Background: an optimization exercise with open tools, aiming at small area. Do not read the settings as production practice.
No activity file was given, so power comes from the tool's default toggle rates.

Design fast_detector, start of the top module:
module fast_detector #(
    parameter int IMG_WIDTH  = 32,
    parameter int IMG_HEIGHT = 24,
    parameter int EDGE       = 4,
    parameter int THRESHOLD  = 20
) (
    input  logic   i_clk,
    input  logic   i_rst_n,
    input  logic   i_valid,
    input  logic   i_start,
    input  logic [7:0]  i_pixel,
    output logic   o_ready,
    output logic   o_start,
    output logic   o_end,
    output logic   o_point_valid,
    output logic [28:0] o_point
);
==> module fast_frame_ctrl, before the edit <==
module fast_frame_ctrl #(
    parameter int IMG_WIDTH  = 32,
    parameter int IMG_HEIGHT = 24
) (
    input  logic       i_clk,
    input  logic       i_rst_n,
    input  logic       i_valid,
    input  logic       i_start,
    output logic       o_ready,
    output logic       o_start,
    output logic       o_end,
    output logic       o_point_valid,
    output logic [9:0] o_cnt,
    output logic       o_chain_en
);
    localparam int FILL = 3 * IMG_WIDTH + 6;
    localparam int LAST = IMG_WIDTH * IMG_HEIGHT - 1;
    logic active;
    logic vq;
    logic start_acc;
    assign start_acc     = i_valid && i_start && o_ready;
    assign o_ready       = !active && !o_end;
    assign o_point_valid = vq && !(o_cnt[9] && o_cnt[8]);
    assign o_start       = vq && (o_cnt == 10'd0);
    assign o_end         = vq && (o_cnt == 10'(LAST));
    assign o_chain_en    = i_valid && !(o_cnt[4:0] == 5'd29 || o_cnt[4:0] == 5'd30);
    always_ff @(posedge i_clk or negedge i_rst_n) begin
        if (!i_rst_n) begin
            active <= 1'b0;
            vq     <= 1'b0;
        end else begin
            vq <= i_valid && (active || start_acc);
            if (start_acc) begin
                active <= 1'b1;
            end else if (i_valid && o_cnt == 10'(LAST - 1)) begin
                active <= 1'b0;
            end
        end
    end
    always_ff @(posedge i_clk) begin
        if (start_acc) begin
            o_cnt <= 10'(-FILL);
        end else if (i_valid && active) begin
            o_cnt <= o_cnt + 1'b1;
        end
    end
endmodule
==> module fast_window, before the edit <==
module fast_window #(
    parameter int IMG_WIDTH = 32
) (
    input  logic         i_clk,
    input  logic         i_valid,
    input  logic         i_chain_en,
    input  fast_pkg::pixel_t       i_pixel,
    output fast_pkg::fast_circle_t o_circle
);
    localparam int HEAD = 5;
    localparam int RW   = IMG_WIDTH - 2;
    localparam int CLEN = 6 * RW + 2;
    logic [HEAD*8-1:0] head;
    logic [CLEN*8-1:0] chain;
    always_ff @(posedge i_clk) begin
        if (i_valid) begin
            head <= {head[(HEAD-1)*8-1:0], i_pixel};
        end
    end
    always_ff @(posedge i_clk) begin
        if (i_chain_en) begin
            chain <= {chain[(CLEN-1)*8-1:0], head[HEAD*8-1 -: 8]};
        end
    end
    function automatic int pos(input int dx, input int dy);
        pos = 3 * RW - (dy * RW + dx);
    endfunction
    always_comb begin
        o_circle.center   = chain[pos( 0,  0)*8 +: 8];
        o_circle.ring[0]  = chain[pos( 0, -3)*8 +: 8];
        o_circle.ring[1]  = chain[pos( 1, -3)*8 +: 8];
        o_circle.ring[2]  = chain[pos( 2, -2)*8 +: 8];
        o_circle.ring[3]  = chain[pos( 3, -1)*8 +: 8];
        o_circle.ring[4]  = chain[pos( 3,  0)*8 +: 8];
        o_circle.ring[5]  = chain[pos( 3,  1)*8 +: 8];
        o_circle.ring[6]  = chain[pos( 2,  2)*8 +: 8];
        o_circle.ring[7]  = head[HEAD*8-1 -: 8];
        o_circle.ring[8]  = chain[pos( 0,  3)*8 +: 8];
        o_circle.ring[9]  = chain[pos(-1,  3)*8 +: 8];
        o_circle.ring[10] = chain[pos(-2,  2)*8 +: 8];
        o_circle.ring[11] = chain[pos(-3,  1)*8 +: 8];
        o_circle.ring[12] = chain[pos(-3,  0)*8 +: 8];
        o_circle.ring[13] = chain[pos(-3, -1)*8 +: 8];
        o_circle.ring[14] = chain[pos(-2, -2)*8 +: 8];
        o_circle.ring[15] = chain[pos(-1, -3)*8 +: 8];
    end
endmodule
==> module fast_detector, before the edit <==
module fast_detector #(
    parameter int IMG_WIDTH  = 32,
    parameter int IMG_HEIGHT = 24,
    parameter int EDGE       = 4,
    parameter int THRESHOLD  = 20
) (
    input  logic   i_clk,
    input  logic   i_rst_n,
    input  logic   i_valid,
    input  logic   i_start,
    input  logic [7:0]  i_pixel,
    output logic   o_ready,
    output logic   o_start,
    output logic   o_end,
    output logic   o_point_valid,
    output logic [28:0] o_point
);
    fast_pkg::fast_circle_t circle;
    fast_pkg::corner_t      corner;
    logic [9:0]             cnt;
    logic                   chain_en;
    fast_frame_ctrl #(
        .IMG_WIDTH  (IMG_WIDTH),
        .IMG_HEIGHT (IMG_HEIGHT)
    ) i_fast_frame_ctrl (
        .i_clk         (i_clk),
        .i_rst_n       (i_rst_n),
        .i_valid       (i_valid),
        .i_start       (i_start),
        .o_ready       (o_ready),
        .o_start       (o_start),
        .o_end         (o_end),
        .o_point_valid (o_point_valid),
        .o_cnt         (cnt),
        .o_chain_en    (chain_en)
    );
    fast_window #(
        .IMG_WIDTH (IMG_WIDTH)
    ) i_fast_window (
        .i_clk      (i_clk),
        .i_valid    (i_valid),
        .i_chain_en (chain_en),
        .i_pixel    (i_pixel),
        .o_circle   (circle)
    );
    fast_segment_test #(
        .THRESHOLD (THRESHOLD)
    ) i_fast_segment_test (
        .i_circle (circle),
        .o_corner (corner)
    );
    fast_border_mask #(
        .IMG_WIDTH  (IMG_WIDTH),
        .IMG_HEIGHT (IMG_HEIGHT),
        .EDGE       (EDGE)
    ) i_fast_border_mask (
        .i_clk    (i_clk),
        .i_cnt    (cnt),
        .i_corner (corner),
        .o_point  (o_point)
    );
endmodule
Settings: LEC_CHECK=0, CAP_MARGIN=20, CORE_MARGIN=2, CORE_UTILIZATION=65, CTS_BUF_LIST=sky130_fd_sc_hd__clkbuf_16, CTS_CLUSTER_DIAMETER=80, CTS_CLUSTER_SIZE=25, PLACE_DENSITY=0.75, SLEW_MARGIN=20; clock period 20.0 ns.
standard.sh (not shown) runs the stock make flow with config.mk's settings and CLKGATE_MAP_FILE= SYNTH_SCRIPT=/design/flow/synth_recipe.tcl, a recipe that flattens the netlist after the stock synthesis.
==> flow/flow/run.sh <==
#!/bin/bash
# Own flow: the standard layout (standard.sh, all ORFS steps and settings
# unchanged) with changes to the synthesis's mapping only:
#  - Yosys's synth runs with -noabc, so the explicit full adder equations of
#    the RTL reach extract_fa as written (no pre-mapping abc -fast pass that
#    inverts them);
#  - extract_fa extracts full adders only, leaving half adders to abc;
set -euo pipefail
W=$PWD
F=$W/flow
sed -e 's/extract_fa {\*}\[dont_use_extract_fa_args\]/extract_fa -fa/' \
    -e "s#  log_cmd abc {\*}\$abc_args#  log_cmd abc {*}[lreplace \$abc_args 1 1 $F/abc_area_relaxed.script]#" \
    "$FLOW_HOME/scripts/synth.tcl" > "$W/own_synth_core.tcl"
grep -q 'extract_fa -fa' "$W/own_synth_core.tcl"
grep -q 'abc_area_relaxed.script' "$W/own_synth_core.tcl"
{
    echo 'proc synth {args} { yosys synth -nofsm -noshare -noabc {*}$args }'
    echo "source $W/own_synth_core.tcl"
    tail -n +3 "$W/synth_recipe.tcl"
} > "$W/own_synth.tcl"
sed "s#SYNTH_SCRIPT=[^ ]*#SYNTH_SCRIPT=$W/own_synth.tcl#" "$W/standard.sh" > "$W/own_standard.sh"
grep -q "SYNTH_SCRIPT=$W/own_synth.tcl" "$W/own_standard.sh"
export CTS_ARGS="-sink_clustering_enable -repair_clock_nets -sink_clustering_size 25 -sink_clustering_max_diameter 80 -buf_list sky130_fd_sc_hd__clkbuf_16 -dont_use_dummy_load"
export BUFFER_PORTS_ARGS="-buffer_cell sky130_fd_sc_hd__buf_1"
bash "$W/own_standard.sh" finish > "$W/own_flow_make.log" 2>&1
==> flow/flow/abc_area_relaxed.script <==
&get -n
&st
&dch
&nf
&st
&syn2
&if -g -K 6
&synch2
&nf
&st
&syn2
&if -g -K 6
&synch2
&nf
&st
&dch -f
&nf -a
&st
&dch -f
&nf -p -R 100
&put
topo
stime -c
Edit:
--- a/flow/design.v
+++ b/flow/design.v
@@ -33,9 +33,10 @@
     output logic       o_start,
     output logic       o_end,
     output logic       o_point_valid,
     output logic [9:0] o_cnt,
-    output logic       o_chain_en
+    output logic       o_chain_en,
+    output logic       o_chain_b_en
 );
     localparam int FILL = 3 * IMG_WIDTH + 6;
     localparam int LAST = IMG_WIDTH * IMG_HEIGHT - 1;
     logic active;
@@ -46,8 +47,10 @@
     assign o_point_valid = vq && !(o_cnt[9] && o_cnt[8]);
     assign o_start       = vq && (o_cnt == 10'd0);
     assign o_end         = vq && (o_cnt == 10'(LAST));
     assign o_chain_en    = i_valid && !(o_cnt[4:0] == 5'd29 || o_cnt[4:0] == 5'd30);
+    assign o_chain_b_en  = o_chain_en && !(o_cnt[4:0] == 5'd0 || o_cnt[4:0] == 5'd1 ||
+                                           o_cnt[4:0] == 5'd2);
     always_ff @(posedge i_clk or negedge i_rst_n) begin
         if (!i_rst_n) begin
             active <= 1'b0;
             vq     <= 1'b0;
@@ -76,47 +79,55 @@
 ) (
     input  logic         i_clk,
     input  logic         i_valid,
     input  logic         i_chain_en,
+    input  logic         i_chain_b_en,
     input  fast_pkg::pixel_t       i_pixel,
     output fast_pkg::fast_circle_t o_circle
 );
     localparam int HEAD = 5;
     localparam int RW   = IMG_WIDTH - 2;
-    localparam int CLEN = 6 * RW + 2;
+    localparam int ALEN = 5 * RW + 3;
+    localparam int BLEN = RW - 4;
     logic [HEAD*8-1:0] head;
-    logic [CLEN*8-1:0] chain;
+    logic [ALEN*8-1:0] chain_a;
+    logic [BLEN*8-1:0] chain_b;
     always_ff @(posedge i_clk) begin
         if (i_valid) begin
             head <= {head[(HEAD-1)*8-1:0], i_pixel};
         end
     end
     always_ff @(posedge i_clk) begin
         if (i_chain_en) begin
-            chain <= {chain[(CLEN-1)*8-1:0], head[HEAD*8-1 -: 8]};
+            chain_a <= {chain_a[(ALEN-1)*8-1:0], head[HEAD*8-1 -: 8]};
+        end
+    end
+    always_ff @(posedge i_clk) begin
+        if (i_chain_b_en) begin
+            chain_b <= {chain_b[(BLEN-1)*8-1:0], chain_a[ALEN*8-1 -: 8]};
         end
     end
     function automatic int pos(input int dx, input int dy);
         pos = 3 * RW - (dy * RW + dx);
     endfunction
     always_comb begin
-        o_circle.center   = chain[pos( 0,  0)*8 +: 8];
-        o_circle.ring[0]  = chain[pos( 0, -3)*8 +: 8];
-        o_circle.ring[1]  = chain[pos( 1, -3)*8 +: 8];
-        o_circle.ring[2]  = chain[pos( 2, -2)*8 +: 8];
-        o_circle.ring[3]  = chain[pos( 3, -1)*8 +: 8];
-        o_circle.ring[4]  = chain[pos( 3,  0)*8 +: 8];
-        o_circle.ring[5]  = chain[pos( 3,  1)*8 +: 8];
-        o_circle.ring[6]  = chain[pos( 2,  2)*8 +: 8];
+        o_circle.center   = chain_a[pos( 0,  0)*8 +: 8];
+        o_circle.ring[0]  = chain_b[(BLEN-2)*8 +: 8];
+        o_circle.ring[1]  = chain_b[(BLEN-3)*8 +: 8];
+        o_circle.ring[2]  = chain_a[pos( 2, -2)*8 +: 8];
+        o_circle.ring[3]  = chain_a[pos( 3, -1)*8 +: 8];
+        o_circle.ring[4]  = chain_a[pos( 3,  0)*8 +: 8];
+        o_circle.ring[5]  = chain_a[pos( 3,  1)*8 +: 8];
+        o_circle.ring[6]  = chain_a[pos( 2,  2)*8 +: 8];
         o_circle.ring[7]  = head[HEAD*8-1 -: 8];
-        o_circle.ring[8]  = chain[pos( 0,  3)*8 +: 8];
-        o_circle.ring[9]  = chain[pos(-1,  3)*8 +: 8];
-        o_circle.ring[10] = chain[pos(-2,  2)*8 +: 8];
-        o_circle.ring[11] = chain[pos(-3,  1)*8 +: 8];
-        o_circle.ring[12] = chain[pos(-3,  0)*8 +: 8];
-        o_circle.ring[13] = chain[pos(-3, -1)*8 +: 8];
-        o_circle.ring[14] = chain[pos(-2, -2)*8 +: 8];
-        o_circle.ring[15] = chain[pos(-1, -3)*8 +: 8];
+        o_circle.ring[8]  = chain_a[pos( 0,  3)*8 +: 8];
+        o_circle.ring[9]  = chain_a[pos(-1,  3)*8 +: 8];
+        o_circle.ring[10] = chain_a[pos(-2,  2)*8 +: 8];
+        o_circle.ring[11] = chain_a[pos(-3,  1)*8 +: 8];
+        o_circle.ring[12] = chain_a[pos(-3,  0)*8 +: 8];
+        o_circle.ring[13] = chain_a[pos(-3, -1)*8 +: 8];
+        o_circle.ring[14] = chain_a[pos(-2, -2)*8 +: 8];
+        o_circle.ring[15] = chain_b[(BLEN-1)*8 +: 8];
     end
 endmodule
 `default_nettype wire
 `timescale 1ns/100ps
@@ -3338,8 +3349,9 @@
     fast_pkg::fast_circle_t circle;
     fast_pkg::corner_t      corner;
     logic [9:0]             cnt;
     logic                   chain_en;
+    logic                   chain_b_en;
     fast_frame_ctrl #(
         .IMG_WIDTH  (IMG_WIDTH),
         .IMG_HEIGHT (IMG_HEIGHT)
     ) i_fast_frame_ctrl (
@@ -3351,16 +3363,18 @@
         .o_start       (o_start),
         .o_end         (o_end),
         .o_point_valid (o_point_valid),
         .o_cnt         (cnt),
-        .o_chain_en    (chain_en)
+        .o_chain_en    (chain_en),
+        .o_chain_b_en  (chain_b_en)
     );
     fast_window #(
         .IMG_WIDTH (IMG_WIDTH)
     ) i_fast_window (
         .i_clk      (i_clk),
         .i_valid    (i_valid),
         .i_chain_en (chain_en),
+        .i_chain_b_en (chain_b_en),
         .i_pixel    (i_pixel),
         .o_circle   (circle)
     );
     fast_segment_test #(
- The new run went through all stages and came out clean
- global-route usage grows by 0.15 points
- die area fell by 1.1%
- total power barely changes
- cell area went down by 1.1%
- wire length stays flat
- count of clock-buffer cells in the layout went down by 1
- core utilization rose by 0.31 points
- final cell count barely changes
- first-iteration DRC count grows by about 12%
- sequential share of layout area decreases by 0.37 points
- sequential power falls by about 1%
- synthesized cell count is about the same
Function was not checked in any run of this note: the RTL went through the layout flow alone.

-- port drivers added, routing unchanged --
How much do the figures lean on ideal ports? The routed layouts below were timed once more, with nothing changed but the port constraints. Step 1 (the two cells are an assumption about what drives the block):
set clk [get_ports {i_clk}]
set_driving_cell -lib_cell sky130_fd_sc_hd__clkbuf_16 $clk
set_driving_cell -lib_cell sky130_fd_sc_hd__buf_2 [delete_from_list [all_inputs] $clk]
Step 2 adds t to the input delays and takes it off the output delays; t is the mean of the earliest and latest rising clock arrival at the registers after step 1. Input paths then give back, and output paths get back, about the clock's delay inside the block. Three values: ideal ports, drivers, drivers and shift; two values: the first two.
| run | shift t [ns] | setup slack, ns | hold slack, ns | slew at the worst register clock pin (ns) | cell pins on the clock port's net |
|---|---|---|---|---|---|
| the first run | 0.706 | 6.205 / 6.205 / 6.205 | 0.313 / 0.313 / 0.313 | 0.11 / 0.11 | 1 |
| the second run | 0.687 | 5.809 / 5.809 / 5.809 | 0.342 / 0.342 / 0.342 | 0.10 / 0.10 | 1 |
After both steps every run listed still meets setup and hold.
